Source: an optimization exercise on an open RTL-to-GDS flow (aim: small area). Production flows keep margins and buffers that such runs may drop.
The RTL was checked by simulation tests, not by an equivalence proof against the original design.
Power figures rest on the tool's default switching activity, not on a simulated workload.

==> design/flow/design.v <==
`timescale 1ns/1ps
package cqt_state_pkg;
    typedef enum logic [2:0] {
        IDLE        = 3'd0,   
        CALC        = 3'd1,   
        SPLIT_FLAG  = 3'd2,   
        FORCE_SPLIT = 3'd3,   
        LEAF_CU     = 3'd4,   
        NEXT        = 3'd5,   
        ENDING      = 3'd6    
    } cqt_state_t;
endpackage
`timescale 1ns/1ps
package cqt_syntax_pkg;
    typedef logic [1:0] cqt_depth_t;
    typedef enum logic [1:0] {
        CTX_NONE = 2'd0,
        CTX_ONE  = 2'd1,
        CTX_BOTH = 2'd2
    } split_ctx_t;
endpackage
`timescale 1ns/1ps
module cqt_decoder (
    input  logic                        clk,
    input  logic                        rst_n,
    input  logic                        cqt_start,
    input  logic [6-1:0]     ctb_x,
    input  logic [5-1:0]     ctb_y,
    input  logic [12-1:0]     pic_width,
    input  logic [11-1:0]     pic_height,
    input  logic                        bin,
    input  logic                        bin_vld,
    input  logic                        cu_done,
    output logic                        dec_run,
    output logic                        ctx_addr_vld,
    output logic [10-1:0]  ctx_addr,
    output logic                        cu_start,
    output logic [12-1:0]     cu_x,
    output logic [11-1:0]     cu_y,
    output logic [2:0]                  cu_log2_size,
    output logic                        cqt_done
);
localparam logic [2:0] S_IDLE = 3'd0;   
localparam logic [2:0] S_LOAD = 3'd1;   
localparam logic [2:0] S_CALC = 3'd2;   
localparam logic [2:0] S_WBIN = 3'd3;   
localparam logic [2:0] S_WCU  = 3'd4;   
localparam logic [2:0] S_NEXT = 3'd5;   
localparam logic [2:0] S_END  = 3'd6;   
logic [2:0]   st;
logic [2:0]   col, row;      
logic [1:0]   dep;           
logic [5:0]   ph;            
logic [319:0] ring;
logic [1:0]   a0, a4, l0, l4;
logic         a2, a6, l2, l6;
logic [2:0]   msk;           
logic         at_tap;
logic [4:0]   tap, enc;
logic         tap_z;
logic [1:0]   d_a0, d_a4;
logic         d_a2, d_a6;
assign msk    = ~(3'b111 >> dep);
assign at_tap = (ph == ctb_x);
assign tap    = ring[319:315];
logic       x_eq, y_eq;
logic       outside, crossing;
function automatic logic ge3(input logic [2:0] a, input logic [2:0] b);
    ge3 = (a[2] & !b[2]) |
          ((a[2] ~^ b[2]) & ((a[1] & !b[1]) | ((a[1] ~^ b[1]) & (a[0] | !b[0]))));
endfunction
assign x_eq = ctb_x == pic_width[11:6];
assign y_eq = ctb_y == pic_height[10:6];
assign outside  = (x_eq && ge3(col, pic_width[5:3])) ||
                  (y_eq && ge3(row, pic_height[5:3]));
assign crossing = (x_eq && ge3(col | ~msk, pic_width[5:3])) ||
                  (y_eq && ge3(row | ~msk, pic_height[5:3]));
logic cond_l, cond_a;
function automatic logic deeper(input logic [1:0] d, input logic [1:0] u,
                                input logic [1:0] p0, input logic p2,
                                input logic [1:0] p4, input logic p6);
    case (d)
        2'd0:    deeper = (p0 != 2'd0);
        2'd1:    deeper = u[1] ? p4[1] : p0[1];
        default: case (u)
            2'd0:    deeper = (p0 == 2'd3);
            2'd1:    deeper = p2;
            2'd2:    deeper = (p4 == 2'd3);
            default: deeper = p6;
        endcase
    endcase
endfunction
assign cond_l = (ctb_x != '0 || col != '0) && deeper(dep, row[2:1], l0, l2, l4, l6);
assign cond_a = (ctb_y != '0 || row != '0) && deeper(dep, col[2:1], a0, a2, a4, a6);
assign ctx_addr     = {7'd0, cond_l & cond_a, ~(cond_l & cond_a), cond_l ^ cond_a};
assign dec_run      = (st == S_CALC) && !outside && dep != 2'd3 && !crossing;
assign ctx_addr_vld = dec_run;
assign cu_start     = ((st == S_CALC) && !outside && dep == 2'd3) ||
                      ((st == S_WBIN) && bin_vld && !bin);
assign cqt_done     = (st == S_END) && at_tap;
assign cu_x         = {ctb_x, col, 3'd0};
assign cu_y         = {ctb_y, row, 3'd0};
assign cu_log2_size = 3'd6 - {1'b0, dep};
always_comb begin
    case ({a0[1], a4[1]})
        2'b11:   enc = {1'b1, a0[0], a2, a4[0], a6};
        2'b10:   enc = {3'b010, a0[0], a2};
        2'b01:   enc = {3'b001, a4[0], a6};
        default: enc = {4'b0000, a0 == 2'd0};
    endcase
end
assign tap_z = (tap == 5'b00001);
always_comb begin
    if (tap[4]) begin
        d_a0 = {1'b1, tap[3]};
        d_a2 = tap[2];
        d_a4 = {1'b1, tap[1]};
        d_a6 = tap[0];
    end else begin
        d_a0 = tap[3] ? {1'b1, tap[1]} : {1'b0, !tap_z};
        d_a2 = tap[3] & tap[0];
        d_a4 = tap[2] ? {1'b1, tap[1]} : {1'b0, !tap_z};
        d_a6 = tap[2] & tap[0];
    end
end
always_ff @(posedge clk)
    ring <= {ring[314:0], cqt_done ? enc : tap};
always_ff @(posedge clk) begin
    if (!rst_n) ph <= '0;
    else        ph <= {ph[4:0], ph[5] ^ ph[4] ^ (ph[4:0] == 5'd0)};
end
always_ff @(posedge clk) begin
    if (st == S_LOAD && at_tap) begin
        a0 <= d_a0;
        a2 <= d_a2;
        a4 <= d_a4;
        a6 <= d_a6;
    end else if (cu_start) begin
        if ((col & msk) == 3'd0)           a0 <= dep;
        if (((col ^ 3'd2) & msk) == 3'd0)  a2 <= (dep == 2'd3);
        if (((col ^ 3'd4) & msk) == 3'd0)  a4 <= dep;
        if (((col ^ 3'd6) & msk) == 3'd0)  a6 <= (dep == 2'd3);
    end
end
always_ff @(posedge clk) begin
    if (cu_start) begin
        if ((row & msk) == 3'd0)           l0 <= dep;
        if (((row ^ 3'd2) & msk) == 3'd0)  l2 <= (dep == 2'd3);
        if (((row ^ 3'd4) & msk) == 3'd0)  l4 <= dep;
        if (((row ^ 3'd6) & msk) == 3'd0)  l6 <= (dep == 2'd3);
    end
end
always_ff @(posedge clk) begin
    if (!rst_n) begin
        st <= S_IDLE;
    end else begin
        case (st)
            S_IDLE: if (cqt_start) st <= S_LOAD;
            S_LOAD: if (at_tap) st <= S_CALC;
            S_CALC: begin
                if (outside)          st <= S_NEXT;
                else if (cu_start)    st <= S_WCU;
                else if (dec_run)     st <= S_WBIN;
            end
            S_WBIN: if (bin_vld) st <= bin ? S_CALC : S_WCU;
            S_WCU:  if (cu_done) st <= S_NEXT;
            S_NEXT: begin
                if (dep == 2'd0)
                    st <= S_END;
                else if (!(col[3'd3 - dep] & row[3'd3 - dep]))
                    st <= S_CALC;   
            end
            S_END:  if (at_tap) st <= S_IDLE;
            default: st <= S_IDLE;
        endcase
    end
end
always_ff @(posedge clk) begin
    if (st == S_IDLE) begin
        col <= '0;
        row <= '0;
        dep <= '0;
    end else if ((st == S_CALC && !outside && dep != 2'd3 && crossing) ||
                 (st == S_WBIN && bin_vld && bin)) begin
        dep <= dep + 2'd1;   
    end else if (st == S_NEXT && dep != 2'd0) begin
        col[3'd3 - dep] <= !col[3'd3 - dep];
        row[3'd3 - dep] <= row[3'd3 - dep] ^ col[3'd3 - dep];
        if (col[3'd3 - dep] & row[3'd3 - dep])
            dep <= dep - 2'd1;   
    end
end
endmodule
==> design/flow/flow/run.sh <==
#!/bin/bash
# The standard layout (standard.sh) with these changes:
# - synthesis maps logic with an area-oriented abc script and without the
#   adder extraction step; registers are mapped as in the standard synthesis
# - ports are buffered with buf_1
# - a leaner clock tree: clkbuf_4 clusters of 12, no dummy loads
set -euo pipefail
here=$(pwd)
rm -rf "$here/scripts_local"
cp -r "$FLOW_HOME/scripts" "$here/scripts_local"
cp "$here/flow/abc.script" "$here/scripts_local/abc_speed.script"
cp "$here/flow/abc.script" "$here/scripts_local/abc_area.script"
export BUFFER_PORTS_ARGS="-buffer_cell sky130_fd_sc_hd__buf_1"
export SKIP_REPAIR_TIE_FANOUT=1
export CTS_ARGS="-sink_clustering_enable -repair_clock_nets -dont_use_dummy_load -buf_list sky130_fd_sc_hd__clkbuf_4 -sink_clustering_size 12 -sink_clustering_max_diameter 40"
bash standard.sh SCRIPTS_DIR="$here/scripts_local" ADDER_MAP_FILE= finish > "$here/standard_flow.log" 2>&1
==> design/flow/flow/abc.script <==
strash
&get -n
&fraig -x
&put
scorr
dc2
strash
&get -n
&deepsyn -T 30
&dch -f
&nf -R 1000
&put
==> design/flow/standard.sh <==
#!/bin/bash
# synth_recipe.tcl (not shown) runs the flow's synth.tcl, then flattens the netlist and writes it again
# the make line also repeats each setting of config.mk as NAME=value (left out here)
make -C /OpenROAD-flow-scripts/flow DESIGN_CONFIG=/design/flow/config.mk WORK_HOME=/design/flow/orfs CLKGATE_MAP_FILE= SYNTH_SCRIPT=/design/flow/synth_recipe.tcl "${@:-finish}"
==> design/flow/config.mk <==
export PLATFORM = sky130hd
export DESIGN_NAME = cqt_decoder
export DESIGN_NICKNAME = cqt_decoder
export VERILOG_FILES = /design/flow/design.v
export SDC_FILE = /design/flow/constraint.sdc
export NUM_CORES = 4
export LEC_CHECK = 0
export CAP_MARGIN = 20
export CORE_MARGIN = 2
export CORE_UTILIZATION = 40
export SLEW_MARGIN = 20
==> design/flow/constraint.sdc <==
create_clock -name core_clock -period 6.0 [get_ports {clk}]
set_input_delay 1.2000 -clock core_clock [delete_from_list [all_inputs] [get_ports {clk}]]
set_output_delay 1.2000 -clock core_clock [all_outputs]
set_load 0.01 [all_outputs]
==> key figures, run 1 <==
Status
  – Outcome: complete, no violations

Placed design
  – Placed cell area: 0.00888 sq mm
  – Placed cell count: 906
  – PortBufs: 60
  – GP Congestion: 0.851
  – Dpl ws: 1.73 ns
  – HPWL Detailed: 7.18 mm

Flow run
  – Max Cap Violations: 0

Synthesis
  – Synth top area share: 79.3%
  – Post-synth EDFFs: 12
  – Register bit total from synthesis: 349
  – Post-synth top cells: dfxtp_1 (337), nand2_1 (28), buf_4 (26), clkinv_1 (26), nor2_1 (25)
  – Post-synthesis sequential area ratio: 83.6%
  – Most common cell in the netlist: dfxtp_1
  – Mux cell area share after synthesis: 0.250%
  – Synth Flop Type: dfxtp_1
  – Largest cells by area after synthesis: dfxtp_1 (79%), edfxtp_1 (4.2%), buf_4 (2.3%)
  – Post-Synth Adder-Cell Area: 0%
  – Largest family of logic cells by synthesized area: simple AND/OR/NAND/NOR gates
  – Mean Syn Cell Area: 14.3 sq um
  – Cell area after synthesis: 0.00850 sq mm
  – Xor/xnor share of the synthesized area: 1.13%
  – Synth Area in Simple Gates: 5.80%
  – Cell taking the most area after synthesis: dfxtp_1
  – Compound-Gate Fraction of Synth Area: 5.75%
  – Yosys warnings: 1
  – Yosys cell types: 44
  – Post-synthesis instance total: 596
  – Ys async rst share: 0%

Die
  – Initial core utilization: 40.6%
  – Rows: 53
  – I/O pin count: 80
  – Die Span X: 150 um
  – Core box area: 0.0210 sq mm
  – DIE AREA: 0.0224 sq mm
  – Die H: 150 um

Routing
  – Detail Route Antenna Nets: 0
  – Met3 wire length: 541 um
  – Met2 WL: 4.94 mm
  – Vias/cell: 4.35
  – Drt pass-1 iters: 4
  – Routed via count: 4098
  – Routed wire length: 11.5 mm
  – Residual DRC: 0
  – DRT iter0 DRCs: 213
  – Top routing layer in use: met4
  – Drt wl/cell: 12.2 um
  – Metal1 wirelength: 5.81 mm

STA
  – Final hold violations: 0
  – Final WS setup: 1.70 ns
  – Relative slew margins: 53.2%
  – Crit path time final: 4.30 ns
  – Worst slew pin tran: 0.701 ns
  – Setup TNS Final: 0 ns
  – Slew Limit Fails: 0
  – RSZ-0062 raised after global routing: no
  – Worst Skew: 0.0591 ns
  – Tcrit/Tclk final: 71.6%
  – Max frequency: 0.233 GHz
  – Hold Slack: 0.306 ns
  – Final setup violation count: 0

Global route
  – First-pass GRT wire length: 19.5 mm
  – Vias in the first global route: 4187
  – Gr ovfl total: 0
  – Largest net degree at the start of global routing: 23
  – Initial antenna violation count: 0
  – Global Route Usage Sum: 10.6%

Worst setup path
  – Slowest cell on the critical path: or2_0
  – Crit. End Element: output port
  – Max Fanout on Critical Path: 5
  – Peak per-stage delay on the critical path: 0.34 ns
  – Kind of start point of the critical path: primary input
  – Setup CP Type: primary input to output port
  – Req. time, crit path: 4.80 ns
  – Critical Path Most Common Cell: buf_1
  – Critical path cell sequence: buf_1, clkinv_1, a221oi_1, nor3b_1, o21ai_0, nor2_1, nor4_1, or2_0, buf_1
  – Critical Path AT: 3.10 ns

CTS
  – Reg clk slew, reported paths: 0.11 ns
  – Clk sinks: 349
  – H-tree depth: 2
  – CTS max path bufs: 3
  – Hold Buf Count CTS: 0
  – Post CTS Setup Buffer Count: 0
  – CTS Root Cell: clkbuf_4
  – Clk latency of the worst-skew pair: 0.58 ns
  – CTS tree: built
  – Num CTS Buffers: 36
  – Post-CTS Resized: 0

Power and ir drop
  – LEAKAGE: 3.48 nW
  – Power after layout: 3.53 mW
  – Power per Cell Area: 386 mW/mm^2
  – Maximum VDD drop: 182 uV

Cells and area
  – Multi-input gate area: 0.00110 sq mm
  – Final-layout fill cell count: 1956
  – Final nets: 709
  – Final instance area: 0.00916 sq mm
  – N_diodes: 0
  – Proportion of layout cells with a drive suffix above 1: 5.55%
  – Register area: 0.00711 sq mm
  – Layout area overhead: 7.67%
  – Cell Count, Final, Fillers Out: 942
  – Post-layout util: 43.7%

Hold path
  – Worst min path class: register to register
## worst paths after layout
| kind | depth (start not counted) | slack [ns] | end | from |
|---|---|---|---|---|
| setup / recovery | 9 | 1.70 | cu_start | ctb_y[0] |
| hold / removal | 0 | 0.31 | ring[298]$_DFF_P_ | ring[293]$_DFF_P_ |
| setup reg to reg | 5 | 3.35 | l0[1]$_DFFE_PP_ | dep[1]$_SDFFE_PN0P_ |
| hold reg to reg | 0 | 0.31 | ring[298]$_DFF_P_ | ring[293]$_DFF_P_ |
## flip-flops by register name (all words and copies together) (netlist names)
name	cells
a2	1
ph	6
a6	1
a0	2
row	3
l4	2
a4	2
st	3
col	3
l6	1
ring	320
l2	1
l0	2
dep	2
## where the power goes
| group | total (mW) | internal (mW) | switching, mW | leakage, nW |
|---|---|---|---|---|
| logic | 0.238 | 0.0941 | 0.144 | 0.469 |
| clock network | 0.891 | 0.280 | 0.612 | 0.166 |
| registers | 2.41 | 2.36 | 0.0500 | 2.84 |
| total | 3.53 | 2.73 | 0.806 | 3.48 |
## layer usage
metal  vias up  track usage (%)
li1       2090                -
met1      1896             14.9
met2        89             15.2
met3        23             3.14
met4         0             4.48
met5         -                0
## placed cells by master, fill, tap and decap left out, types with 2 or more instances in the layout
master    count
a221oi_1      5
clkinv_1     26
buf_1        60
edfxtp_1     12
or2_0         2
o221ai_1      2
a31oi_1       6
nor4_1        5
nor2_1       25
a21oi_1      23
a22oi_1       2
o21ai_0      20
xor2_1        5
nand2_1      28
nand3_1      10
xnor2_1       6
or3_1         3
clkbuf_4     36
and2_0        7
o22ai_1       7
nor3_1        7
o21a_1        2
nor2b_1       5
a32oi_1       2
dfxtp_1     337
nand2b_1      4
## final cells by class
type                    count  share of cell area [%]
inverters                  26                    1.07
repair buffers             61                    2.54
multi-input cells         195                    12.1
clock buffers              36                    2.95
well taps                 275                    3.76
flip-flops and latches    349                    77.6
## critical path, delay by kind of cell
kind,cells,cell delay (ns)
simple gates,4,0.95
compound gates,2,0.49
buf+inv,3,0.45
## kinds of logic after synthesis
logic type             Yosys count
flip-flops                     349
buffers and inverters           52
XOR/XNOR                        11
other                            1
AO/OA/AOI/OAI                   79
AND/OR/NAND/NOR                102
multiplexers                     2
==> run 2, diff against run 1 <==
--- a/design/flow/flow/run.sh
+++ b/design/flow/flow/run.sh
@@ -11,6 +11,5 @@
 cp "$here/flow/abc.script" "$here/scripts_local/abc_speed.script"
 cp "$here/flow/abc.script" "$here/scripts_local/abc_area.script"
 export BUFFER_PORTS_ARGS="-buffer_cell sky130_fd_sc_hd__buf_1"
-export SKIP_REPAIR_TIE_FANOUT=1
 export CTS_ARGS="-sink_clustering_enable -repair_clock_nets -dont_use_dummy_load -buf_list sky130_fd_sc_hd__clkbuf_4 -sink_clustering_size 12 -sink_clustering_max_diameter 40"
 bash standard.sh SCRIPTS_DIR="$here/scripts_local" ADDER_MAP_FILE= finish > "$here/standard_flow.log" 2>&1
==> run 2 against run 1 <==
  * Still clean
  * Global-route usage about the same
  * Register-to-register slack worse by 0.04 ns
  * Worst hold slack worse by 0.033 ns
==> key figures, run 2 <==
STA
  – Tcrit/Tclk final: 71.0% (-0.60 points)
  – Setup TNS Final: 0 ns (unchanged)
  – Worst slew pin tran: 0.670 ns (-0.0309 ns)
  – Max frequency: 0.235 GHz (+0.84%)
  – Slew Limit Fails: 0 (unchanged)
  – Relative slew margins: 55.3% (+2.1 points)
  – Final WS setup: 1.74 ns (+0.0357 ns)
  – Final setup violation count: 0 (unchanged)
  – Worst Skew: 0.0570 ns (-0.00208 ns)
  – RSZ-0062 raised after global routing: no
  – Crit path time final: 4.26 ns (-0.0357 ns)
  – Final hold violations: 0 (unchanged)

Placed design
  – Placed cell area: 0.00893 sq mm (+0.51%)
  – GP Congestion: 0.823 (-3.2%)
  – PortBufs: 60 (unchanged)
  – Placed cell count: 918 (+1.3%)
  – Dpl ws: 1.75 ns (+0.0254 ns)
  – HPWL Detailed: 7.29 mm (+1.5%)

Synthesis
  – Mean Syn Cell Area: 14.3 sq um (unchanged)
  – Post-synthesis instance total: 596 (unchanged)
  – Compound-Gate Fraction of Synth Area: 5.75% (unchanged)
  – Xor/xnor share of the synthesized area: 1.13% (unchanged)
  – Ys async rst share: 0% (unchanged)
  – Register bit total from synthesis: 349 (unchanged)
  – Yosys cell types: 44 (unchanged)
  – Yosys warnings: 1 (unchanged)
  – Synth Area in Simple Gates: 5.80% (unchanged)
  – Most common cell in the netlist: dfxtp_1
  – Cell taking the most area after synthesis: dfxtp_1
  – Synth Flop Type: dfxtp_1
  – Post-synth EDFFs: 12 (unchanged)
  – Post-synth top cells: dfxtp_1 (337), nand2_1 (28), buf_4 (26), clkinv_1 (26), nor2_1 (25)
  – Cell area after synthesis: 0.00850 sq mm (unchanged)
  – Post-synthesis sequential area ratio: 83.6% (unchanged)
  – Mux cell area share after synthesis: 0.250% (unchanged)
  – Post-Synth Adder-Cell Area: 0% (unchanged)
  – Largest cells by area after synthesis: dfxtp_1 (79%), edfxtp_1 (4.2%), buf_4 (2.3%)
  – Largest family of logic cells by synthesized area: simple AND/OR/NAND/NOR gates
  – Synth top area share: 79.3% (unchanged)

Status
  – Outcome: complete, no violations

Global route
  – Global Route Usage Sum: 10.6% (-0.044 points)
  – Largest net degree at the start of global routing: 23 (unchanged)
  – Initial antenna violation count: 1 (+1)
  – Gr ovfl total: 0 (unchanged)
  – Vias in the first global route: 4114 (-1.7%)
  – First-pass GRT wire length: 19.3 mm (-0.92%)

CTS
  – CTS max path bufs: 3 (unchanged)
  – Post CTS Setup Buffer Count: 0 (unchanged)
  – H-tree depth: 2 (unchanged)
  – Post-CTS Resized: 0 (unchanged)
  – Clk latency of the worst-skew pair: 0.57 ns (about the same)
  – Clk sinks: 349 (unchanged)
  – CTS Root Cell: clkbuf_4
  – Hold Buf Count CTS: 0 (unchanged)
  – CTS tree: built
  – Reg clk slew, reported paths: 0.11 ns (about the same)
  – Num CTS Buffers: 36 (unchanged)

Cells and area
  – Most frequent cells in the layout: dfxtp_1 (337), buf_1 (60), clkbuf_4 (36)
  – Max FFs per register: 320 (unchanged)
  – Most common cell after layout, fill and taps aside: dfxtp_1
  – Proportion of layout cells with a drive suffix above 1: 5.45% (-0.098 points)
  – Multi-input gate area: 0.00115 sq mm (+4.1%)
  – Top flop regs: ring x320, ph x6
  – Layout area overhead: 8.23%
  – Final-layout fill cell count: 1974 (+0.92%)
  – Cell Count, Final, Fillers Out: 955 (+1.4%)
  – Final instance area: 0.00920 sq mm (+0.52%)
  – Final nets: 721 (+1.7%)
  – Register area: 0.00711 sq mm (unchanged)
  – Biggest register: ring
  – Post-layout util: 43.9% (+0.23 points)

Die
  – Initial core utilization: 40.6% (unchanged)
  – Die H: 150 um (unchanged)
  – Rows: 53 (unchanged)
  – Die Span X: 150 um (unchanged)
  – Core box area: 0.0210 sq mm (unchanged)
  – DIE AREA: 0.0224 sq mm (unchanged)
  – I/O pin count: 80 (unchanged)

Worst setup path
  – Crit. End Element: output port
  – Reg2Reg Setup Slack: 3.31 ns (-0.04 ns)
  – Kind of start point of the critical path: primary input
  – Setup CP Type: primary input to output port
  – Max Fanout on Critical Path: 5 (unchanged)
  – Req. time, crit path: 4.80 ns (about the same)
  – Critical Path AT: 3.06 ns (-0.04 ns)

Routing
  – Routed via count: 4136 (+0.93%)
  – Drt wl/cell: 12.2 um (-0.57%)
  – DRT iter0 DRCs: 252 (+18%)
  – Drt pass-1 iters: 4 (unchanged)
  – Vias/cell: 4.33 (-0.45%)
  – Detail Route Antenna Nets: 0 (unchanged)
  – Residual DRC: 0 (unchanged)
  – Routed wire length: 11.6 mm (+0.81%)

Power and ir drop
  – Maximum VDD drop: 172 uV (-5.3%)
  – LEAKAGE: 3.52 nW (+1.1%)
  – Power per Cell Area: 385 mW/mm^2 (-0.39%)

Flow run
  – Max Cap Violations: 0 (unchanged)

Hold path
  – Worst min path class: register to register
[run 2: cell counts after synthesis]
Identical to the previous run, type by type.
[run 2: final cells by class]
cell class | instances | share of cell area, %
sequential | 349 | 77.2
multi-input combinational | 207 | 12.5
tap | 275 | 3.74
clock buffer | 36 | 2.94
timing repair buffer | 61 | 2.53
inverter | 26 | 1.06
antenna | 1 | 0.0272
[run 2: worst paths after layout]
path | from | to | depth (start not counted)
max | ctb_x[4] | cu_start | 10
min | ring[30]$_DFF_P_ | ring[35]$_DFF_P_ | 0
max reg2reg | dep[1]$_SDFFE_PN0P_ | a4[0]$_DFFE_PP_ | 5
min reg2reg | ring[30]$_DFF_P_ | ring[35]$_DFF_P_ | 0
[run 2: cells by family (layout without fill, tap and decap cells)]
family | after synthesis | count (layout)
buffers and inverters | 52 | 123
flip-flops | 349 | 349
other | 1 | 14
AND/OR/NAND/NOR | 102 | 102
XOR/XNOR | 11 | 11
multiplexers | 2 | 2
AO/OA/AOI/OAI | 79 | 79
[run 2: metrics by stage]
| step | hold slack, ns | total power [mW] |
|---|---|---|
| floorplan | 0.310 | 2.63 |
| global placement | 0.312 | 2.68 |
| detailed placement | 0.312 | 2.69 |
| CTS | 0.277 | 3.58 |
| global route | 0.266 | 3.72 |
| finish | 0.273 | 3.54 |
[run 2: per-layer routing]
metal	share of wire, %	up-vias	track usage [%]
li1	-	2104	-
met1	50	1930	14.6
met2	44	77	15.5
met3	4.8	25	3.23
met4	2.0	0	4.34
met5	0	-	0
[run 2: worst max-delay path, stage by stage]
cell and delay [ns]:
buf_1 0.11, clkinv_1 0.13, o22ai_1 0.14, a221oi_1 0.06, and4_1 0.24, o21ai_0 0.10, nor2_1 0.10, nor4_1 0.41
or2_0 0.35, buf_1 0.22
[run 2: power breakdown]
group / total [mW] / internal [mW] / switching [mW]
Clock: 0.897 / 0.279 / 0.618
Sequential: 2.40 / 2.36 / 0.0489
Combinational: 0.238 / 0.0941 / 0.144
==> run 3, diff against run 2 <==
--- a/design/flow/design.v
+++ b/design/flow/design.v
@@ -127,7 +127,7 @@
     ring <= {ring[314:0], cqt_done ? enc : tap};
 always_ff @(posedge clk) begin
     if (!rst_n) ph <= '0;
-    else        ph <= {ph[4:0], ph[5] ^ ph[4] ^ (ph[4:0] == 5'd0)};
+    else        ph <= ph + 6'd1;
 end
 always_ff @(posedge clk) begin
     if (st == S_LOAD && at_tap) begin
--- a/design/flow/flow/run.sh
+++ b/design/flow/flow/run.sh
@@ -3,6 +3,7 @@
 # - synthesis maps logic with an area-oriented abc script and without the
 #   adder extraction step; registers are mapped as in the standard synthesis
 # - ports are buffered with buf_1
+# - one tie cell drives all constant outputs
 # - a leaner clock tree: clkbuf_4 clusters of 12, no dummy loads
 set -euo pipefail
 here=$(pwd)
@@ -11,5 +12,6 @@
 cp "$here/flow/abc.script" "$here/scripts_local/abc_speed.script"
 cp "$here/flow/abc.script" "$here/scripts_local/abc_area.script"
 export BUFFER_PORTS_ARGS="-buffer_cell sky130_fd_sc_hd__buf_1"
+export SKIP_REPAIR_TIE_FANOUT=1
 export CTS_ARGS="-sink_clustering_enable -repair_clock_nets -dont_use_dummy_load -buf_list sky130_fd_sc_hd__clkbuf_4 -sink_clustering_size 12 -sink_clustering_max_diameter 40"
 bash standard.sh SCRIPTS_DIR="$here/scripts_local" ADDER_MAP_FILE= finish > "$here/standard_flow.log" 2>&1
==> run 3 against run 2 <==
  * Cell count down 1.4%
  * Worst hold slack better by 0.020 ns
  * Maximum frequency decreased by 6.0%
  * Register-to-register slack improved by 0.18 ns
  * Global-route usage rose by 0.73 points
  * Via count is 0.41% lower
  * Worst setup slack lost 0.27 ns
  * First-iteration DRC count down 25%
  * Total power down 2.8%
  * Combinational power down 37%
  * Clock skew rose by 0.013 ns
==> key figures, run 3 <==
Status
  – Outcome: complete, no violations

Worst setup path
  – Critical path cell sequence: buf_1, xnor2_1, o221ai_1, a2111oi_0, o2111ai_1, a21o_1, a21oi_1, nor3_1, nand2_1, nor2_1, nor2_1, clkinv_1, buf_1
  – Critical path's top delay family: compound AO/OA/AOI/OAI gates
  – Kind of start point of the critical path: primary input
  – Setup CP Type: primary input to output port
  – Reg2Reg Setup Slack: 3.49 ns (+0.18 ns)
  – Crit path depth: 13 (+3)
  – Crit. End Element: output port
  – Critical Path AT: 3.33 ns (+0.27 ns)
  – Req. time, crit path: 4.80 ns (about the same)
  – CP bufs+invs: 3 (unchanged)
  – Slowest cell on the critical path: nor2_1
  – Max Fanout on Critical Path: 4 (-1)
  – R2r endpoint: a0[1]$_DFFE_PP_
  – Worst Setup SP: ctb_x[1]
  – RR Startpoint: col[2]$_SDFFE_PN0P_
  – R2R depth: 10 (+5)
  – Peak per-stage delay on the critical path: 0.31 ns (-0.10 ns)

Cells and area
  – Top flop regs: ring x320, ph x6
  – Layout area overhead: 7.88%
  – Most frequent cells in the layout: dfxtp_1 (337), buf_1 (60), clkbuf_4 (38)
  – Max FFs per register: 320 (unchanged)
  – Post-layout util: 43.7% (-0.19 points)
  – Biggest register: ring
  – Final nets: 708 (-1.8%)
  – Most common cell after layout, fill and taps aside: dfxtp_1
  – Proportion of layout cells with a drive suffix above 1: 5.86% (+0.41 points)
  – Cell Count, Final, Fillers Out: 942 (-1.4%)

Die
  – I/O pin count: 80 (unchanged)
  – Die Span X: 150 um (about the same)
  – Die H: 150 um (about the same)
  – DIE AREA: 0.0224 sq mm (about the same)
  – Core box area: 0.0210 sq mm (unchanged)
  – Initial core utilization: 40.5% (-0.042 points)
  – Rows: 53 (unchanged)

Placed design
  – Placed cell count: 903 (-1.6%)
  – GP Congestion: 0.864 (+5.0%)
  – HPWL Detailed: 7.26 mm (-0.42%)
  – PortBufs: 60 (unchanged)

CTS
  – Clk latency of the worst-skew pair: 0.61 ns (+0.04 ns)
  – Num CTS Buffers: 38 (+5.6%)
  – CTS max path bufs: 3 (unchanged)
  – Hold Buf Count CTS: 0 (unchanged)
  – H-tree depth: 2 (unchanged)
  – CTS Root Cell: clkbuf_4
  – Post CTS Setup Buffer Count: 0 (unchanged)
  – CTS tree: built
  – Reg clk slew, reported paths: 0.09 ns (-0.02 ns)
  – Post-CTS Resized: 0 (unchanged)
  – Clk sinks: 349 (unchanged)

Synthesis
  – Cell taking the most area after synthesis: dfxtp_1
  – Synth top area share: 79.4% (+0.082 points)
  – Post-synth EDFFs: 12 (unchanged)
  – Mean Syn Cell Area: 14.3 sq um (+0.40%)
  – Post-synthesis instance total: 593 (-0.50%)
  – Post-synthesis sequential area ratio: 83.7% (+0.086 points)
  – Yosys cell types: 42 (-4.5%)
  – Register bit total from synthesis: 349 (unchanged)
  – Ys async rst share: 0% (unchanged)
  – Post-synth top cells: dfxtp_1 (337), nand2_1 (28), buf_4 (26), nor2_1 (26)
  – Yosys warnings: 1 (unchanged)
  – Most common cell in the netlist: dfxtp_1
  – Cell area after synthesis: 0.00849 sq mm (-0.10%)
  – Largest cells by area after synthesis: dfxtp_1 (79%), edfxtp_1 (4.2%), buf_4 (2.3%)
  – Synth Flop Type: dfxtp_1

STA
  – Setup TNS Final: 0 ns (unchanged)
  – Max frequency: 0.221 GHz (-6.0%)
  – Tcrit/Tclk final: 75.5% (+4.5 points)
  – RSZ-0062 raised after global routing: no
  – Worst Skew: 0.0696 ns (+0.0125 ns)
  – Slew Limit Fails: 0 (unchanged)
  – Final hold violations: 0 (unchanged)
  – Relative slew margins: 54.5% (-0.74 points)
  – Final setup violation count: 0 (unchanged)
  – Crit path time final: 4.53 ns (+0.271 ns)
  – Worst slew pin tran: 0.676 ns (+0.00577 ns)

Power and ir drop
  – Maximum VDD drop: 103 uV (-40%)
  – Power per Cell Area: 375 mW/mm^2 (-2.4%)
  – LEAKAGE: 3.48 nW (-1.1%)

Hold path
  – Hold endpoint: ring[7]$_DFF_P_
  – Hold path depth: 0 (unchanged)
  – Worst min path class: register to register
  – Min-Delay Startpoint: ring[2]$_DFF_P_

Global route
  – Global Route Usage Sum: 11.3% (+0.73 points)
  – Vias in the first global route: 4281 (+4.1%)
  – Initial antenna violation count: 1 (unchanged)
  – Largest net degree at the start of global routing: 17 (-26%)
  – First-pass GRT wire length: 20.5 mm (+6.1%)
  – Gr ovfl total: 0 (unchanged)

Routing
  – Drt wl/cell: 12.6 um (+3.3%)
  – Routed via count: 4119 (-0.41%)
  – Residual DRC: 0 (unchanged)
  – Drt pass-1 iters: 4 (unchanged)
  – Vias/cell: 4.37 (+0.96%)
  – Detail Route Antenna Nets: 0 (unchanged)
  – DRT iter0 DRCs: 188 (-25%)
  – Routed wire length: 11.8 mm (+1.9%)

Flow run
  – Max Cap Violations: 0 (unchanged)
-- run 3: metal layers --
layer / vias to the layer above / part of all wire [%] / global-route usage (%)
li1: 2077 / - / -
met1: 1930 / 48 / 15.1
met2: 77 / 45 / 16.7
met3: 35 / 3.8 / 2.77
met4: 0 / 3.4 / 6.56
met5: - / 0 / 0
-- run 3: through the flow --
step                power [mW]  hold WS (ns)  cell area [sq um]  worst slack [ns]
floorplan                 2.53         0.310               8490              2.09
global placement          2.57         0.310               8880              1.52
detailed placement        2.57         0.312               8880              1.48
CTS                       3.49         0.294               9160              1.47
global route              3.60         0.293               9160              1.16
finish                    3.44         0.293               9160              1.47
-- run 3: power breakdown --
part           internal (mW)  total [mW]  leakage [nW]  switching (mW)
registers               2.35        2.37          2.81          0.0263
clock network          0.294       0.919         0.175           0.625
logic                 0.0536       0.149         0.486          0.0952
total                   2.69        3.44          3.48           0.746
-- run 3: worst register-to-register path, stage by stage, from the launching register on --
cell       delay (ns)
dfxtp_1          0.60
clkinv_1         0.30
a2bb2oi_1        0.21
a21oi_1          0.17
nor3_1           0.07
nand2_1          0.11
nor2_1           0.06
nor2_1           0.31
a21oi_1          0.10
nand2_1          0.11
o21ai_0          0.19
-- run 3: worst max path at each step --
stage / endpoint / slack, ns
after floorplan: cu_start / 2.09
after global placement: cu_start / 1.52
after detailed placement: cu_start / 1.48
after CTS: cu_start / 1.47
after global routing: cu_start / 1.16
final: cu_start / 1.47
-- run 3: cell families (layout without fill, tap and decap cells) --
group / Yosys count / after routing / synth area share (%)
other cells: 1 / 2 / 0.0441
flops: 349 / 349 / 83.7
simple gates: 104 / 104 / 5.88
mux: 4 / 4 / 0.486
buf+inv: 48 / 121 / 3.27
compound gates: 73 / 73 / 5.21
xor+xnor: 14 / 14 / 1.44
-- run 3: cell type report --
cell class / instances / area, sq um
Inverter: 22 / 82.6
Fill cell: 1916 / 11800
Multi-Input combinational cell: 196 / 1110
Tap cell: 275 / 344
Clock buffer: 38 / 285
Timing Repair Buffer: 61 / 233
Antenna cell: 1 / 2.50
Sequential cell: 349 / 7110
==> run 4, diff against run 3 <==
--- a/design/flow/flow/run.sh
+++ b/design/flow/flow/run.sh
@@ -13,5 +13,5 @@
 cp "$here/flow/abc.script" "$here/scripts_local/abc_area.script"
 export BUFFER_PORTS_ARGS="-buffer_cell sky130_fd_sc_hd__buf_1"
 export SKIP_REPAIR_TIE_FANOUT=1
-export CTS_ARGS="-sink_clustering_enable -repair_clock_nets -dont_use_dummy_load -buf_list sky130_fd_sc_hd__clkbuf_4 -sink_clustering_size 12 -sink_clustering_max_diameter 40"
+export CTS_ARGS='-sink_clustering_enable -repair_clock_nets -dont_use_dummy_load -buf_list {sky130_fd_sc_hd__clkbuf_4 sky130_fd_sc_hd__clkbuf_8} -sink_clustering_size 16 -sink_clustering_max_diameter 50'
 bash standard.sh SCRIPTS_DIR="$here/scripts_local" ADDER_MAP_FILE= finish > "$here/standard_flow.log" 2>&1
==> run 4 against run 3 <==
  * Synthesized cell count did not move
  * Maximum frequency is 0.10% lower
  * Clock skew decreased by 0.035 ns
  * Critical path depth did not move
==> key figures, run 4 <==
Status
  – Outcome: complete, no violations

Global route
  – Gr ovfl total: 0 (unchanged)
  – Global Route Usage Sum: 10.9% (-0.34 points)
  – First-pass GRT wire length: 20.2 mm (-1.6%)
  – Largest net degree at the start of global routing: 17 (unchanged)
  – Vias in the first global route: 4188 (-2.2%)
  – Initial antenna violation count: 0 (-1)

Cells and area
  – Final-layout fill cell count: 1888 (-1.5%)
  – Register area: 0.00711 sq mm (unchanged)
  – Post-layout util: 44.1% (+0.40 points)
  – Top flop regs: ring x320, ph x6
  – Most common cell after layout, fill and taps aside: dfxtp_1
  – N_diodes: 0 (-1)
  – Max FFs per register: 320 (unchanged)
  – Final instance area: 0.00925 sq mm (+0.91%)
  – Biggest register: ring
  – Layout area overhead: 8.87%
  – Proportion of layout cells with a drive suffix above 1: 4.27% (-1.6 points)
  – Multi-input gate area: 0.00111 sq mm (unchanged)
  – Most frequent cells in the layout: dfxtp_1 (337), buf_1 (60), nand2_1 (28)
  – Final nets: 697 (-1.6%)

STA
  – RSZ-0062 raised after global routing: no
  – Crit path time final: 4.54 ns (+0.00472 ns)
  – Final setup violation count: 0 (unchanged)
  – Tcrit/Tclk final: 75.6% (+0.079 points)
  – Max frequency: 0.220 GHz (-0.10%)
  – Setup TNS Final: 0 ns (unchanged)
  – Final hold violations: 0 (unchanged)
  – Slew Limit Fails: 0 (unchanged)
  – Worst Skew: 0.0350 ns (-0.0346 ns)
  – Relative slew margins: 55.3% (+0.80 points)
  – Final WS setup: 1.46 ns (-0.00472 ns)
  – Worst slew pin tran: 0.664 ns (-0.0118 ns)

Hold path
  – Min-Delay Startpoint: ring[17]$_DFF_P_
  – Hold path depth: 0 (unchanged)
  – Hold endpoint: ring[22]$_DFF_P_
  – Worst min path class: register to register

Die
  – DIE AREA: 0.0224 sq mm (unchanged)
  – Initial core utilization: 40.5% (unchanged)
  – Rows: 53 (unchanged)
  – Die Span X: 150 um (unchanged)
  – Die H: 150 um (unchanged)
  – Core box area: 0.0210 sq mm (unchanged)
  – I/O pin count: 80 (unchanged)

Synthesis
  – Synth top area share: 79.4% (unchanged)
  – Cell taking the most area after synthesis: dfxtp_1
  – Mean Syn Cell Area: 14.3 sq um (unchanged)
  – Post-synth EDFFs: 12 (unchanged)
  – Cell area after synthesis: 0.00849 sq mm (unchanged)
  – Yosys cell types: 42 (unchanged)
  – Yosys warnings: 1 (unchanged)
  – Post-synthesis sequential area ratio: 83.7% (unchanged)
  – Most common cell in the netlist: dfxtp_1
  – Post-synth top cells: dfxtp_1 (337), nand2_1 (28), buf_4 (26), nor2_1 (26)
  – Synth Flop Type: dfxtp_1
  – Post-synthesis instance total: 593 (unchanged)
  – Ys async rst share: 0% (unchanged)
  – Register bit total from synthesis: 349 (unchanged)
  – Largest cells by area after synthesis: dfxtp_1 (79%), edfxtp_1 (4.2%), buf_4 (2.3%)

CTS
  – CTS tree: built
  – Reg clk slew, reported paths: 0.09 ns (about the same)
  – CTS Root Cell: clkbuf_8
  – Clk latency of the worst-skew pair: 0.53 ns (-0.08 ns)
  – H-tree depth: 1 (-1)
  – CTS max path bufs: 3 (unchanged)
  – Clk sinks: 349 (unchanged)
  – Num CTS Buffers: 27 (-29%)
  – Post CTS Setup Buffer Count: 0 (unchanged)
  – Post-CTS Resized: 0 (unchanged)
  – Hold Buf Count CTS: 0 (unchanged)

Worst setup path
  – RR Startpoint: col[2]$_SDFFE_PN0P_
  – Reg2Reg Setup Slack: 3.50 ns (about the same)
  – Kind of start point of the critical path: primary input
  – Setup CP Type: primary input to output port
  – Max Fanout on Critical Path: 4 (unchanged)
  – R2R depth: 10 (unchanged)
  – Req. time, crit path: 4.80 ns (about the same)
  – Crit. End Element: output port
  – Critical Path AT: 3.34 ns (about the same)
  – R2r endpoint: a0[1]$_DFFE_PP_

Power and ir drop
  – Maximum VDD drop: 138 uV (+34%)
  – Power per Cell Area: 383 mW/mm^2 (+2.0%)
  – LEAKAGE: 3.49 nW (+0.56%)

Routing
  – Routed wire length: 11.6 mm (-1.9%)
  – Routed via count: 4059 (-1.5%)
  – Detail Route Antenna Nets: 0 (unchanged)
  – DRT iter0 DRCs: 203 (+8.0%)
  – Drt pass-1 iters: 4 (unchanged)
  – Vias/cell: 4.36 (-0.19%)
  – Drt wl/cell: 12.5 um (-0.64%)
  – Residual DRC: 0 (unchanged)

Placed design
  – Placed cell area: 0.00888 sq mm (unchanged)
  – PortBufs: 60 (unchanged)
  – Dpl ws: 1.48 ns (unchanged)
  – HPWL Detailed: 7.26 mm (unchanged)
  – GP Congestion: 0.864 (unchanged)

Flow run
  – Max Cap Violations: 0 (unchanged)
run 4: cell counts after synthesis:
No cell type changed its count.
run 4: stage by stage:
stage / cells / hold WS [ns] / power (mW)
finish: 930 / 0.295 / 3.54
global route: 930 / 0.304 / 3.70
CTS: 930 / 0.281 / 3.60
detailed placement: 903 / 0.312 / 2.57
global placement: 903 / 0.310 / 2.57
floorplan: 593 / 0.310 / 2.53
run 4: cells by family (layout without fill, tap and decap cells):
family          Yosys count  in the layout  synth area share (%)
mux                       4              4                 0.486
buf+inv                  48            110                  3.27
simple gates            104            104                  5.88
other cells               1              1                0.0441
flops                   349            349                  83.7
compound gates           73             73                  5.21
xor+xnor                 14             14                  1.44
run 4: routing by layer:
metal	GRT usage (%)	part of all wire (%)	wire (um)	vias up
met1	15.1	49	5670	1907
met5	0	0	0	-
met3	2.07	3.5	410	29
met2	16.8	44	5160	80
met4	5.00	3.2	377	0
li1	-	-	-	2043
run 4: layout make-up:
class,instances,area share [%]
clock buffer,27,4.02
inverter,22,0.893
multi-input combinational,196,12.0
sequential,349,76.9
tap,275,3.72
timing repair buffer,61,2.52
run 4: where the power goes:
| group | internal (mW) | switching, mW |
|---|---|---|
| logic | 0.0536 | 0.0950 |
| registers | 2.35 | 0.0256 |
| clock network | 0.403 | 0.618 |
| total | 2.80 | 0.739 |
run 4: worst max-delay path by stage:
stage              from       end  slack, ns  depth (start not counted)
6_report       ctb_x[1]  cu_start       1.46                         13
3_3_place_gp   ctb_x[1]  cu_start       1.52                         13
5_1_grt        ctb_x[1]  cu_start       1.16                         13
3_5_place_dp   ctb_x[1]  cu_start       1.48                         13
4_1_cts        ctb_x[1]  cu_start       1.47                         13
2_1_floorplan  ctb_x[1]  cu_start       2.09                         11
run 4: critical path, stage by stage:
cell and delay [ns]:
buf_1 0.20, xnor2_1 0.15, o221ai_1 0.12, a2111oi_0 0.30, o2111ai_1 0.22, a21o_1 0.21, a21oi_1 0.12, nor3_1 0.07
nand2_1 0.11, nor2_1 0.06, nor2_1 0.32, clkinv_1 0.11, buf_1 0.14
==> run 5, diff against run 4 <==
--- a/design/flow/design.v
+++ b/design/flow/design.v
@@ -41,12 +41,12 @@
     output logic                        cqt_done
 );
 localparam logic [2:0] S_IDLE = 3'd0;   
-localparam logic [2:0] S_LOAD = 3'd1;   
-localparam logic [2:0] S_CALC = 3'd2;   
-localparam logic [2:0] S_WBIN = 3'd3;   
-localparam logic [2:0] S_WCU  = 3'd4;   
-localparam logic [2:0] S_NEXT = 3'd5;   
-localparam logic [2:0] S_END  = 3'd6;   
+localparam logic [2:0] S_LOAD = 3'd4;   
+localparam logic [2:0] S_CALC = 3'd5;   
+localparam logic [2:0] S_WBIN = 3'd7;   
+localparam logic [2:0] S_WCU = 3'd6;   
+localparam logic [2:0] S_NEXT = 3'd2;   
+localparam logic [2:0] S_END = 3'd1;   
 logic [2:0]   st;
 logic [2:0]   col, row;      
 logic [1:0]   dep;           
--- a/design/flow/flow/run.sh
+++ b/design/flow/flow/run.sh
@@ -13,5 +13,5 @@
 cp "$here/flow/abc.script" "$here/scripts_local/abc_area.script"
 export BUFFER_PORTS_ARGS="-buffer_cell sky130_fd_sc_hd__buf_1"
 export SKIP_REPAIR_TIE_FANOUT=1
-export CTS_ARGS='-sink_clustering_enable -repair_clock_nets -dont_use_dummy_load -buf_list {sky130_fd_sc_hd__clkbuf_4 sky130_fd_sc_hd__clkbuf_8} -sink_clustering_size 16 -sink_clustering_max_diameter 50'
+export CTS_ARGS="-sink_clustering_enable -repair_clock_nets -dont_use_dummy_load -buf_list sky130_fd_sc_hd__clkbuf_4 -sink_clustering_size 12 -sink_clustering_max_diameter 40"
 bash standard.sh SCRIPTS_DIR="$here/scripts_local" ADDER_MAP_FILE= finish > "$here/standard_flow.log" 2>&1
==> run 5 against run 4 <==
  * Synthesized area down 0.31%
  * Sequential power about the same
  * Largest cell class unchanged
  * Global-route usage grew 0.32 points
  * Still clean
==> key figures, run 5 <==
Synthesis
  – Ys async rst share: 0% (unchanged)
  – Post-synthesis instance total: 591 (-0.34%)
  – Cell area after synthesis: 0.00847 sq mm (-0.31%)
  – Compound-Gate Fraction of Synth Area: 5.47% (+0.25 points)
  – Mux cell area share after synthesis: 0.384% (-0.10 points)
  – Largest family of logic cells by synthesized area: compound AO/OA/AOI/OAI gates
  – Post-synth top cells: dfxtp_1 (337), nor2_1 (37), a21oi_1 (27), nand2_1 (27), buf_4 (26)
  – Mean Syn Cell Area: 14.3 sq um (about the same)
  – Xor/xnor share of the synthesized area: 1.45% (+0.0045 points)
  – Post-synthesis sequential area ratio: 83.9% (+0.26 points)
  – Largest cells by area after synthesis: dfxtp_1 (80%), edfxtp_1 (4.3%), buf_4 (2.3%)
  – Synth Flop Type: dfxtp_1
  – Cell taking the most area after synthesis: dfxtp_1
  – Most common cell in the netlist: dfxtp_1
  – Yosys warnings: 1 (unchanged)
  – Synth Area in Simple Gates: 5.42% (-0.45 points)
  – Register bit total from synthesis: 349 (unchanged)
  – Yosys cell types: 38 (-9.5%)
  – Post-synth EDFFs: 12 (unchanged)
  – Post-Synth Adder-Cell Area: 0.118% (+0.12 points)
  – Synth top area share: 79.7% (+0.25 points)

Cells and area
  – Most common cell after layout, fill and taps aside: dfxtp_1
  – Proportion of layout cells with a drive suffix above 1: 6.02% (+1.7 points)
  – Layout area overhead: 7.90%
  – Register area: 0.00711 sq mm (unchanged)
  – Top flop regs: ring x320, ph x6
  – Max FFs per register: 320 (unchanged)
  – Final instance area: 0.00914 sq mm (-1.2%)
  – Biggest register: ring
  – Final-layout fill cell count: 1899 (+0.58%)
  – Multi-input gate area: 0.00109 sq mm (-1.7%)
  – Most frequent cells in the layout: dfxtp_1 (337), buf_1 (60), clkbuf_4 (39)
  – Final nets: 706 (+1.3%)

CTS
  – Clk sinks: 349 (unchanged)
  – CTS Root Cell: clkbuf_4
  – Num CTS Buffers: 39 (+44%)
  – H-tree depth: 2 (+1)
  – CTS max path bufs: 3 (unchanged)
  – Post-CTS Resized: 0 (unchanged)
  – Post CTS Setup Buffer Count: 0 (unchanged)
  – CTS tree: built
  – Hold Buf Count CTS: 0 (unchanged)
  – Clk latency of the worst-skew pair: 0.62 ns (+0.09 ns)
  – Reg clk slew, reported paths: 0.11 ns (+0.02 ns)

Placed design
  – HPWL Detailed: 7.46 mm (+2.8%)
  – GP Congestion: 0.821 (-5.0%)
  – Placed cell area: 0.00884 sq mm (-0.38%)
  – PortBufs: 60 (unchanged)

Status
  – Outcome: complete, no violations

Routing
  – Routed via count: 4098 (+0.96%)
  – Drt wl/cell: 12.8 um (+2.2%)
  – DRT iter0 DRCs: 269 (+33%)
  – Drt pass-1 iters: 4 (unchanged)
  – Routed wire length: 12.0 mm (+3.3%)
  – Detail Route Antenna Nets: 0 (unchanged)
  – Residual DRC: 0 (unchanged)
  – Vias/cell: 4.36 (-0.11%)

Worst setup path
  – Critical Path AT: 2.89 ns (-0.45 ns)
  – Max Fanout on Critical Path: 14 (+10)
  – Kind of start point of the critical path: register
  – R2R depth: 9 (-1)
  – Crit. End Element: output port
  – Setup CP Type: register to output port
  – Req. time, crit path: 4.80 ns (about the same)

Die
  – Initial core utilization: 40.5% (about the same)
  – DIE AREA: 0.0224 sq mm (-0.30%)
  – Rows: 53 (unchanged)
  – Die Span X: 150 um (-0.15%)
  – Die H: 150 um (-0.15%)
  – I/O pin count: 80 (unchanged)
  – Core box area: 0.0209 sq mm (-0.32%)

Power and ir drop
  – Maximum VDD drop: 136 uV (-1.6%)
  – LEAKAGE: 3.47 nW (-0.65%)
  – Clock power frac: 27.4% (-1.4 points)
  – Sequential share of power: 69.2% (+2.2 points)
  – P_int: 2.69 mW (-4.0%)
  – Logic pwr share: 3.4% (-0.8 points)
  – Psw: 0.728 mW (-1.5%)
  – Power per Cell Area: 374 mW/mm^2 (-2.3%)
  – Switching share of power: 21.3% (+0.43 points)

STA
  – Final setup violation count: 0 (unchanged)
  – Setup TNS Final: 0 ns (unchanged)
  – Max frequency: 0.244 GHz (+11%)
  – Slew Limit Fails: 0 (unchanged)
  – RSZ-0062 raised after global routing: no
  – Worst slew pin tran: 0.574 ns (-0.0903 ns)
  – Final hold violations: 0 (unchanged)
  – Crit path time final: 4.09 ns (-0.443 ns)
  – Relative slew margins: 61.5% (+6.1 points)
  – Worst Skew: 0.0834 ns (+0.0484 ns)
  – Tcrit/Tclk final: 68.2% (-7.4 points)

Global route
  – First-pass GRT wire length: 20.1 mm (-0.51%)
  – Global Route Usage Sum: 11.3% (+0.32 points)
  – Gr ovfl total: 0 (unchanged)
  – Largest net degree at the start of global routing: 15 (-2)
  – Vias in the first global route: 4233 (+1.1%)
  – Initial antenna violation count: 1 (+1)

Flow run
  – Max Cap Violations: 0 (unchanged)

Hold path
  – Hold path depth: 0 (unchanged)
  – Worst min path class: register to register
[run 5: cell types whose count changed in the layout (fill, tap and decap cells not counted), sizes merged, moves of 3 or more]
cell / change
a21oi: +5
and2: -3
clkbuf: +12
nand3: -5
nor2: +11
nor2b: -3
nor3: +3
o21ai: -7
[run 5: cell families (layout without fill, tap and decap cells)]
kind of cell,Yosys count,in the layout
flip-flops,349,349
multiplexers,2,2
XOR/XNOR,14,14
other,1,2
AO/OA/AOI/OAI,76,76
AND/OR/NAND/NOR,102,102
buffers and inverters,46,119
adder cells (fa/ha/maj),1,1
[run 5: layer usage]
layer,global-route usage (%),wire length [um],vias to the layer above
met5,0,0,-
met4,5.38,339,0
met3,3.63,726,31
met1,14.9,5830,1906
li1,-,-,2058
met2,16.7,5100,103
[run 5: stage by stage]
stage,instances,setup slack (ns),util (%),total power [mW],hold slack [ns]
after global routing,940,1.62,43.7,3.58,0.287
after detailed placement,900,2.05,42.3,2.53,0.312
after CTS,939,1.78,43.7,3.47,0.294
final,940,1.91,43.7,3.42,0.287
after global placement,900,2.07,42.3,2.53,0.312
after floorplan,591,2.31,-,2.50,0.310
[run 5: path summary, 6_finish.rpt]
| path | start | endpoint | slack, ns |
|---|---|---|---|
| worst min-delay path | ring[41]$_DFF_P_ | ring[46]$_DFF_P_ | 0.29 |
| worst max-delay path | dep[1]$_SDFFE_PN0P_ | ctx_addr[0] | 1.91 |
| worst min register to register | ring[41]$_DFF_P_ | ring[46]$_DFF_P_ | 0.29 |
| worst max register to register | st[2]$_SDFFE_PN0P_ | st[0]$_SDFFE_PN0P_ | 3.41 |
[run 5: layout make-up]
cell class,count,area share (%)
sequential,349,77.8
multi-input combinational,196,11.9
tap,275,3.77
clock buffer,39,3.20
timing repair buffer,60,2.46
inverter,20,0.822
antenna,1,0.0274
[run 5: worst max-delay path, cell delays in order, from the launching register on]
cell,delay [ns]
dfxtp_1,0.67
clkinv_1,0.34
o21a_1,0.26
mux4_2,0.46
o21ai_0,0.18
a21oi_1,0.09
xnor2_1,0.16
buf_1,0.18
[run 5: power by group through the flow]
stage,Clock [mW],Sequential (mW),Combinational (mW)
final,0.934,2.37,0.116
after global routing,1.09,2.37,0.128
after CTS,0.989,2.37,0.115
after detailed placement,0,2.42,0.114
after global placement,0,2.42,0.110
after floorplan,0,2.41,0.0926

what the ideal ports hide:
In the flow no input, the clock included, has a driving cell. The finished layouts below were timed again as built, in two steps.
Step 1, drivers: a clkbuf_16 drives clk and a buf_2 each remaining input, both assumed.
Step 2, shift: input delay + t, output delay - t, t = (earliest + latest rising clock arrival at the registers) / 2. This alone moves slack from input paths to output paths.
Three values: ideal ports, drivers, drivers and shift; two values: the first two.
run | shift t [ns] | setup slack, ns | hold WS [ns] | latest minus earliest clock arrival (ns) | worst register clock-pin slew, ns
run 1 | 0.588 | 1.702 / 1.677 / 1.677 | 0.306 / 0.306 / 0.306 | 0.070 / 0.069 | 0.12 / 0.12
run 2 | 0.589 | 1.738 / 1.710 / 1.710 | 0.273 / 0.273 / 0.273 | 0.075 / 0.075 | 0.12 / 0.12
run 3 | 0.605 | 1.467 / 1.442 / 1.442 | 0.293 / 0.293 / 0.293 | 0.071 / 0.071 | 0.12 / 0.12
run 4 | 0.545 | 1.462 / 1.437 / 1.437 | 0.295 / 0.295 / 0.295 | 0.036 / 0.035 | 0.09 / 0.09
run 5 | 0.615 | 1.905 / 1.869 / 1.951 | 0.287 / 0.287 / 0.287 | 0.090 / 0.090 | 0.12 / 0.12
After both steps setup and hold are still met in every run listed. The setup slack of run 2, which loses most, moves by -0.028 ns with the drivers and by -0.028 ns with both steps.
